Context: an optimization exercise on an open-source flow, tuned for small area, a short achievable clock period and few clock cycles. The choices shown serve that exercise and are no tape-out recipe. The RTL was checked by simulation tests, not by an equivalence proof against the original design. No activity file was given, so power comes from the tool's default toggle rates.

==> run.sh <==
#!/bin/bash
# synth_recipe.tcl (not shown) runs the flow's synth.tcl, then flattens the netlist and writes it again
# the make line also repeats each setting of config.mk as NAME=value (left out here)
make -C /OpenROAD-flow-scripts/flow DESIGN_CONFIG=/design/flow/config.mk WORK_HOME=/design/flow/orfs CLKGATE_MAP_FILE= SYNTH_SCRIPT=/design/flow/synth_recipe.tcl finish
==> config.mk <==
export PLATFORM = sky130hd
export DESIGN_NAME = matrix_multiply_engine_core
export DESIGN_NICKNAME = matrix_multiply_engine_core
export VERILOG_FILES = /design/flow/design.v
export SDC_FILE = /design/flow/constraint.sdc
export NUM_CORES = 4
export LEC_CHECK = 0
export CAP_MARGIN = 20
export CORE_MARGIN = 2
export CORE_UTILIZATION = 45
export PLACE_DENSITY = 0.6
export SLEW_MARGIN = 20
==> constraint.sdc <==
create_clock -name core_clock -period 8.0 [get_ports {clk}]
set_input_delay 1.6000 -clock core_clock [delete_from_list [all_inputs] [get_ports {clk}]]
set_output_delay 1.6000 -clock core_clock [all_outputs]
set_load 0.01 [all_outputs]
==> design.v <==
`timescale 1ns / 1ps
package mme_pkg;
    localparam int ELEM_W  = 16;    
    localparam int PROD_W  = 32;    
    localparam int ACC_W   = 35;    
    localparam int IDX_W   = 3;     
    localparam int DIM_W   = 4;     
    localparam int PADDR_W = 4;
    localparam int PDATA_W = 32;
    localparam logic [DIM_W-1:0] DIM_RESET = 4'd8;
    typedef enum logic [1:0] {
        ACT_LOAD_A  = 2'd0,
        ACT_LOAD_B  = 2'd1,
        ACT_COMPUTE = 2'd2,
        ACT_NONE    = 2'd3
    } action_t;
    typedef enum logic [1:0] {
        REG_ROWS_M  = 2'd0,
        REG_INNER_K = 2'd1,
        REG_COLS_N  = 2'd2,
        REG_UNUSED  = 2'd3
    } reg_idx_t;
    typedef enum logic [2:0] {
        ST_IDLE  = 3'b001,
        ST_ISSUE = 3'b010,
        ST_DRAIN = 3'b100
    } state_t;
    typedef struct packed {
        logic             valid;
        logic             first;       
        logic             last_k;      
        logic             last_elem;   
        logic [IDX_W-1:0] row;
        logic [IDX_W-1:0] col;
    } mac_tag_t;
endpackage
`timescale 1ns / 1ps
module mme_mac
(
    input  logic                                 clk,
    input  logic                                 rst_n,
    input  mme_pkg::mac_tag_t                    tag_in,
    input  logic signed [mme_pkg::ELEM_W-1:0]    a_data,
    input  logic signed [mme_pkg::ELEM_W-1:0]    b_data,
    output logic                                 out_valid,
    output logic                                 last,
    output logic [mme_pkg::IDX_W-1:0]            out_row,
    output logic [mme_pkg::IDX_W-1:0]            out_col,
    output logic signed [mme_pkg::ACC_W-1:0]     product_value
);
    mme_pkg::mac_tag_t                   prod_tag_reg;
    mme_pkg::mac_tag_t                   acc_tag_reg;
    logic signed [mme_pkg::PROD_W-1:0]   prod_reg;
    logic signed [mme_pkg::PROD_W-1:0]   prod_next;
    logic signed [mme_pkg::ACC_W-1:0]    acc_reg;
    logic signed [mme_pkg::ACC_W-1:0]    acc_next;
    assign prod_next = a_data * b_data;
    always_comb
    begin
        if (prod_tag_reg.first)
        begin
            acc_next = mme_pkg::ACC_W'(prod_reg);
        end
        else
        begin
            acc_next = acc_reg + mme_pkg::ACC_W'(prod_reg);
        end
    end
    always_ff @(posedge clk or negedge rst_n)
    begin
        if (!rst_n)
        begin
            prod_tag_reg <= '0;
            acc_tag_reg  <= '0;
        end
        else
        begin
            prod_tag_reg <= tag_in;
            acc_tag_reg  <= prod_tag_reg;
        end
    end
    always_ff @(posedge clk)
    begin
        prod_reg <= prod_next;
        if (prod_tag_reg.valid)
        begin
            acc_reg <= acc_next;
        end
    end
    assign out_valid     = acc_tag_reg.valid & acc_tag_reg.last_k;
    assign last          = acc_tag_reg.last_elem;
    assign out_row       = acc_tag_reg.row;
    assign out_col       = acc_tag_reg.col;
    assign product_value = acc_reg;
endmodule
`timescale 1ns / 1ps
module matrix_multiply_engine_core
#(
    parameter int MAX_DIM = 8
)
(
    input  logic                                  clk,
    input  logic                                  rst_n,
    input  logic                                  psel,
    input  logic                                  penable,
    input  logic                                  pwrite,
    input  logic [mme_pkg::PADDR_W-1:0]           paddr,
    input  logic [mme_pkg::PDATA_W-1:0]           pwdata,
    output logic [mme_pkg::PDATA_W-1:0]           prdata,
    output logic                                  pready,
    input  logic                                  start,
    output logic                                  busy,
    input  logic [1:0]                            action,
    input  logic [mme_pkg::IDX_W-1:0]             row_index,
    input  logic [mme_pkg::IDX_W-1:0]             col_index,
    input  logic signed [mme_pkg::ELEM_W-1:0]     element_value,
    output logic                                  out_valid,
    output logic [mme_pkg::IDX_W-1:0]             out_row,
    output logic [mme_pkg::IDX_W-1:0]             out_col,
    output logic signed [mme_pkg::ACC_W-1:0]      product_value,
    output logic                                  last
);
    localparam int DEPTH = MAX_DIM * MAX_DIM;
    localparam int AW    = $clog2(DEPTH);
    localparam int IW    = $clog2(MAX_DIM);
    logic [mme_pkg::DIM_W-1:0] rows_m_reg;
    logic [mme_pkg::DIM_W-1:0] inner_k_reg;
    logic [mme_pkg::DIM_W-1:0] cols_n_reg;
    logic                      cfg_wr;
    mme_pkg::reg_idx_t         cfg_idx;
    mme_pkg::state_t state_reg;
    mme_pkg::state_t state_next;
    logic [IW-1:0]   i_reg, i_next;
    logic [IW-1:0]   j_reg, j_next;
    logic [IW-1:0]   t_reg, t_next;
    logic [IW-1:0]   mm1_reg, mm1_next;
    logic [IW-1:0]   km1_reg, km1_next;
    logic [IW-1:0]   nm1_reg, nm1_next;
    logic [IW-1:0]   mm1_eff, km1_eff, nm1_eff;
    logic            accept;
    logic            t_end, j_end, i_end;
    logic [mme_pkg::ELEM_W-1:0] a_mem [DEPTH];
    logic [mme_pkg::ELEM_W-1:0] b_mem [DEPTH];
    logic [mme_pkg::ELEM_W-1:0] a_rd_reg;
    logic [mme_pkg::ELEM_W-1:0] b_rd_reg;
    logic [AW-1:0]              wr_addr;
    logic [AW-1:0]              a_rd_addr;
    logic [AW-1:0]              b_rd_addr;
    logic                       wr_in_range;
    logic                       a_we, b_we;
    mme_pkg::mac_tag_t          issue_tag;
    mme_pkg::mac_tag_t          rd_tag_reg;
    assign pready  = 1'b1;
    assign cfg_idx = mme_pkg::reg_idx_t'(paddr[3:2]);
    assign cfg_wr  = psel & penable & pwrite & pready;
    always_ff @(posedge clk or negedge rst_n)
    begin
        if (!rst_n)
        begin
            rows_m_reg  <= mme_pkg::DIM_RESET;
            inner_k_reg <= mme_pkg::DIM_RESET;
            cols_n_reg  <= mme_pkg::DIM_RESET;
        end
        else if (cfg_wr)
        begin
            unique case (cfg_idx)
                mme_pkg::REG_ROWS_M:  rows_m_reg  <= pwdata[mme_pkg::DIM_W-1:0];
                mme_pkg::REG_INNER_K: inner_k_reg <= pwdata[mme_pkg::DIM_W-1:0];
                mme_pkg::REG_COLS_N:  cols_n_reg  <= pwdata[mme_pkg::DIM_W-1:0];
                default:              ;
            endcase
        end
    end
    always_comb
    begin
        unique case (cfg_idx)
            mme_pkg::REG_ROWS_M:  prdata = mme_pkg::PDATA_W'(rows_m_reg);
            mme_pkg::REG_INNER_K: prdata = mme_pkg::PDATA_W'(inner_k_reg);
            mme_pkg::REG_COLS_N:  prdata = mme_pkg::PDATA_W'(cols_n_reg);
            default:              prdata = '0;
        endcase
    end
    function automatic logic [IW-1:0] dim_m1(input logic [mme_pkg::DIM_W-1:0] dim);
        logic [IW-1:0] r;
        if (dim == '0)
        begin
            r = '0;
        end
        else if (32'(dim) > MAX_DIM)
        begin
            r = IW'(MAX_DIM - 1);
        end
        else
        begin
            r = IW'(dim - mme_pkg::DIM_W'(1));
        end
        dim_m1 = r;
    endfunction
    assign mm1_eff = dim_m1(rows_m_reg);
    assign km1_eff = dim_m1(inner_k_reg);
    assign nm1_eff = dim_m1(cols_n_reg);
    assign busy   = (state_reg != mme_pkg::ST_IDLE);
    assign accept = start & ~busy;
    assign t_end  = (t_reg == km1_reg);
    assign j_end  = (j_reg == nm1_reg);
    assign i_end  = (i_reg == mm1_reg);
    always_comb
    begin
        state_next = state_reg;
        i_next     = i_reg;
        j_next     = j_reg;
        t_next     = t_reg;
        mm1_next   = mm1_reg;
        km1_next   = km1_reg;
        nm1_next   = nm1_reg;
        unique case (state_reg)
            mme_pkg::ST_IDLE:
            begin
                if (accept && action == mme_pkg::ACT_COMPUTE)
                begin
                    state_next = mme_pkg::ST_ISSUE;
                    i_next     = '0;
                    j_next     = '0;
                    t_next     = '0;
                    mm1_next   = mm1_eff;
                    km1_next   = km1_eff;
                    nm1_next   = nm1_eff;
                end
            end
            mme_pkg::ST_ISSUE:
            begin
                if (!t_end)
                begin
                    t_next = t_reg + IW'(1);
                end
                else
                begin
                    t_next = '0;
                    if (!j_end)
                    begin
                        j_next = j_reg + IW'(1);
                    end
                    else
                    begin
                        j_next = '0;
                        if (i_end)
                        begin
                            state_next = mme_pkg::ST_DRAIN;
                        end
                        else
                        begin
                            i_next = i_reg + IW'(1);
                        end
                    end
                end
            end
            mme_pkg::ST_DRAIN:
            begin
                if (out_valid && last)
                begin
                    state_next = mme_pkg::ST_IDLE;
                end
            end
            default:
            begin
                state_next = mme_pkg::ST_IDLE;
            end
        endcase
    end
    always_ff @(posedge clk or negedge rst_n)
    begin
        if (!rst_n)
        begin
            state_reg <= mme_pkg::ST_IDLE;
            i_reg     <= '0;
            j_reg     <= '0;
            t_reg     <= '0;
            mm1_reg   <= '0;
            km1_reg   <= '0;
            nm1_reg   <= '0;
        end
        else
        begin
            state_reg <= state_next;
            i_reg     <= i_next;
            j_reg     <= j_next;
            t_reg     <= t_next;
            mm1_reg   <= mm1_next;
            km1_reg   <= km1_next;
            nm1_reg   <= nm1_next;
        end
    end
    assign wr_in_range = (32'(row_index) < MAX_DIM) && (32'(col_index) < MAX_DIM);
    assign wr_addr     = AW'(32'(row_index) * MAX_DIM + 32'(col_index));
    assign a_we        = accept && action == mme_pkg::ACT_LOAD_A && wr_in_range;
    assign b_we        = accept && action == mme_pkg::ACT_LOAD_B && wr_in_range;
    assign a_rd_addr   = AW'(32'(i_reg) * MAX_DIM + 32'(t_reg));
    assign b_rd_addr   = AW'(32'(t_reg) * MAX_DIM + 32'(j_reg));
    always_ff @(posedge clk)
    begin
        if (a_we)
        begin
            a_mem[wr_addr] <= element_value;
        end
        a_rd_reg <= a_mem[a_rd_addr];
    end
    always_ff @(posedge clk)
    begin
        if (b_we)
        begin
            b_mem[wr_addr] <= element_value;
        end
        b_rd_reg <= b_mem[b_rd_addr];
    end
    always_comb
    begin
        issue_tag.valid     = (state_reg == mme_pkg::ST_ISSUE);
        issue_tag.first     = (t_reg == '0);
        issue_tag.last_k    = t_end;
        issue_tag.last_elem = t_end & j_end & i_end;
        issue_tag.row       = mme_pkg::IDX_W'(i_reg);
        issue_tag.col       = mme_pkg::IDX_W'(j_reg);
    end
    always_ff @(posedge clk or negedge rst_n)
    begin
        if (!rst_n)
        begin
            rd_tag_reg <= '0;
        end
        else
        begin
            rd_tag_reg <= issue_tag;
        end
    end
    mme_mac u_mac
    (
        .clk           (clk),
        .rst_n         (rst_n),
        .tag_in        (rd_tag_reg),
        .a_data        (a_rd_reg),
        .b_data        (b_rd_reg),
        .out_valid     (out_valid),
        .last          (last),
        .out_row       (out_row),
        .out_col       (out_col),
        .product_value (product_value)
    );
endmodule
==> flow_summary.json <==
{
  "dr.first_iter.drc_count": 4573,
  "place_area_um2": 99700,
  "period_needed_ns": 6.96,
  "clock-sinks": 2209,
  "die_w_um": 463,
  "required_ns": 8.80,
  "avgSynthCellArea_um2": 19.8,
  "holdCritStartpoint": "rd_tag_reg[0]",
  "cts-resized-gates": 0,
  "ys.flop_type": "edfxtp_1",
  "post-route-period-util_pct": 86.9,
  "grt_max_degree": 134,
  "r2r.worst_path.cells": 20,
  "place.gp.congestion": 0.807,
  "cts.path.max_buffers": 3,
  "synth_enable_flop_cells": 2083,
  "max-vdd-ir-drop_mv": 0.179,
  "layout.nets": 5516,
  "synth_seq_cells": 2209,
  "ios": 143,
  "num_rows": 168,
  "worstSetupPathType": "flop to flop",
  "die-area_um2": 214000,
  "via_per_inst": 5.63,
  "holdBufCountCts": 0,
  "p_leak_nw": 36.3,
  "crit_fanout": 16,
  "path_clk_slew_ns": 0.06,
  "synthCells": 4796,
  "via_count": 45400,
  "synth.distinct_cells": 59,
  "antenna_found_initial": 37,
  "status": "timing/DRC/antenna clean",
  "cts_root_buf": "clkbuf_16",
  "crit_path_end_kind": "flop",
  "grt_setup_unrepaired": "false",
  "synth_top_area_cell": "edfxtp_1",
  "start_kind": "flop",
  "synth_common_cells": "2,083 x edfxtp_1, 672 x mux4_2, 336 x inv_1",
  "clock.fmax_mhz": 144,
  "grt_pass1_wl_um": 325000,
  "cts_setup_buffers": 0,
  "worstReg2RegStart": "b_rd_reg[1]",
  "synth_area_um2": 94800,
  "worst_pin_slew_ns": 1.16,
  "cts_tree": "yes",
  "hold_depth": 0,
  "tns_ns": 0,
  "slew_headroom_pct": 22.4,
  "cts-htree-levels": 4,
  "ys_warn_count": 2,
  "clkLatencyLatePin_ns": 0.87,
  "ys_seq_area_share_pct": 69.0,
  "setup_viol": 0,
  "portBuffers": 83,
  "overflow": 0,
  "fin_skew_ns": 0.0403,
  "finalHoldViolations": 0,
  "routed_wl_um": 223000,
  "die_h_um": 463,
  "post_drt_wl_per_cell_um": 27.7,
  "finalPower_mw": 22.7,
  "design_area_um2": 107000,
  "power.density_nw_per_um2": 213,
  "cts_made_buffers": 215,
  "drc": 0,
  "ys_async_sr_fraction_pct": 2.81,
  "grt_usage_pct": 20.9,
  "critPathArrivalTime_ns": 7.76,
  "dp.final_hpwl_um": 134000,
  "finalWorstSetupSlack_ns": 1.04,
  "drv_slew": 0,
  "grt_pass1_vias": 47000,
  "synth_top_area_share_pct": 66.0,
  "maxCapViolCount": 0,
  "crit_path_start": "b_rd_reg[1]",
  "core_um2": 210000,
  "start_util_pct": 45.2,
  "hold_class": "flop to flop",
  "place_ws_ns": 0.957,
  "dr.pass1.iters": 5,
  "synth_area_leaders": "edfxtp_1 66%, mux4_2 16%, fa_1 5.6%",
  "area_delta_synth_final_pct": 12.4,
  "layout-drive-gt1-share_pct": 23.2,
  "ant_nets": 0,
  "yosysMostFrequentCell": "edfxtp_1"
}
==> placed cells by master (no fill, tap or decap), types with 29 or more instances in the layout <==
cell type,n
clkbuf_16,218
buf_4,191
a21o_1,30
mux4_2,672
nor2_1,155
clkinv_2,34
dfxtp_1,64
and2_1,122
xnor2_1,43
clkdlybuf4s50_1,66
clkbuf_1,61
nand2_1,226
ha_1,123
xor2_1,29
conb_1,29
clkinv_1,58
edfxtp_1,2083
dfrtp_1,50
inv_1,336
a21oi_1,63
o21ai_0,78
fa_1,263
==> routing by layer <==
layer	vias up	share of wire (%)	track usage [%]
met1	24400	42	29.3
li1	19300	-	-
met4	6	2.4	6.25
met2	1479	48	33.0
met3	306	7.9	4.80
met5	-	0.018	0
==> cells by family (layout without fill, tap and decap cells) <==
group,count (synthesis),in the layout,share of synthesized area (%)
AO/OA/AOI/OAI,236,236,1.55
XOR/XNOR,72,72,0.665
adder cells (fa/ha/maj),386,386,7.18
buffers and inverters,577,1006,2.43
flip-flops,2209,2209,69.0
multiplexers,694,694,16.2
other,2,38,0.00792
AND/OR/NAND/NOR,620,620,3.01
==> where the power goes <==
part | switching (mW) | internal [mW] | leakage (nW)
sequential | 0.0137 | 12.7 | 20.0
clock | 4.30 | 5.49 | 3.31
combinational | 0.247 | 0.0526 | 13.0
==> cell type report <==
class                   count  area, um2
flip-flops and latches   2209      65400
fillers                 16700     103000
clock buffers             285       5770
diodes                      9       22.5
clock inverters           120       1020
well taps                2805       3510
multi-input cells        2037      27300
repair buffers            265       2260
inverters                 336       1260
==> metrics by stage <==
step,utilization (%),instances,hold WS [ns]
2_1_floorplan,-,4823,0.331
3_3_place_gp,47.6,7651,0.333
3_5_place_dp,47.6,7651,0.335
4_1_cts,50.8,8056,0.344
5_1_grt,50.8,8063,0.354
6_report,50.8,8066,0.349
==> path summary, 6_finish.rpt <==
check                                         to  slack, ns
hold reg to reg            u_mac.prod_tag_reg[0]       0.35
setup / recovery              u_mac.prod_reg[31]       1.04
min in group asynchronous   u_mac.acc_tag_reg[4]       0.81
max in group asynchronous               t_reg[0]       6.40
setup reg to reg              u_mac.prod_reg[31]       1.04
hold / removal             u_mac.prod_tag_reg[0]       0.35
==> worst max-delay path, stage by stage, from the launching register on <==
cell     delay [ns]
dfxtp_1        0.76
nand2_1        0.19
inv_1          0.17
fa_1           0.57
fa_1           0.85
inv_1          0.11
fa_1           0.50
fa_1           0.58
fa_1           0.44
fa_1           0.49
inv_1          0.04
ha_1           0.34
a21o_1         0.20
a21o_1         0.17
a21oi_1        0.14
nor2b_1        0.07
or3_1          0.30
o32a_1         0.35
a221o_1        0.34
a21oi_1        0.18
xnor2_1        0.13
Testbench counts, summed over its fixed seeds: cycles 22,592.

re-timing with driven ports:
Ports are ideal in the flow. The routed layout listed here was re-timed in OpenROAD. Step 1 sets driving cells, clkbuf_16 on the clock port and buf_2 on the other inputs (assumed; they add their load-dependent delay and slew). Step 2 adds t to the input delays and takes it off the output delays; t is the mean of the earliest and latest rising clock arrival at the registers after step 1. Input paths then give back, and output paths get back, about the clock's delay inside the block. Slacks: ideal ports / drivers / drivers and shift; pairs: ideal ports / drivers.
t, ns: 0.929
setup slack, ns: 1.044 / 1.044 / 1.044
latest minus earliest clock arrival (ns): 0.042 / 0.042
After both steps setup and hold are still met in this run. The setup slack of this run moves by 0.000 ns with the drivers and by 0.000 ns with both steps.
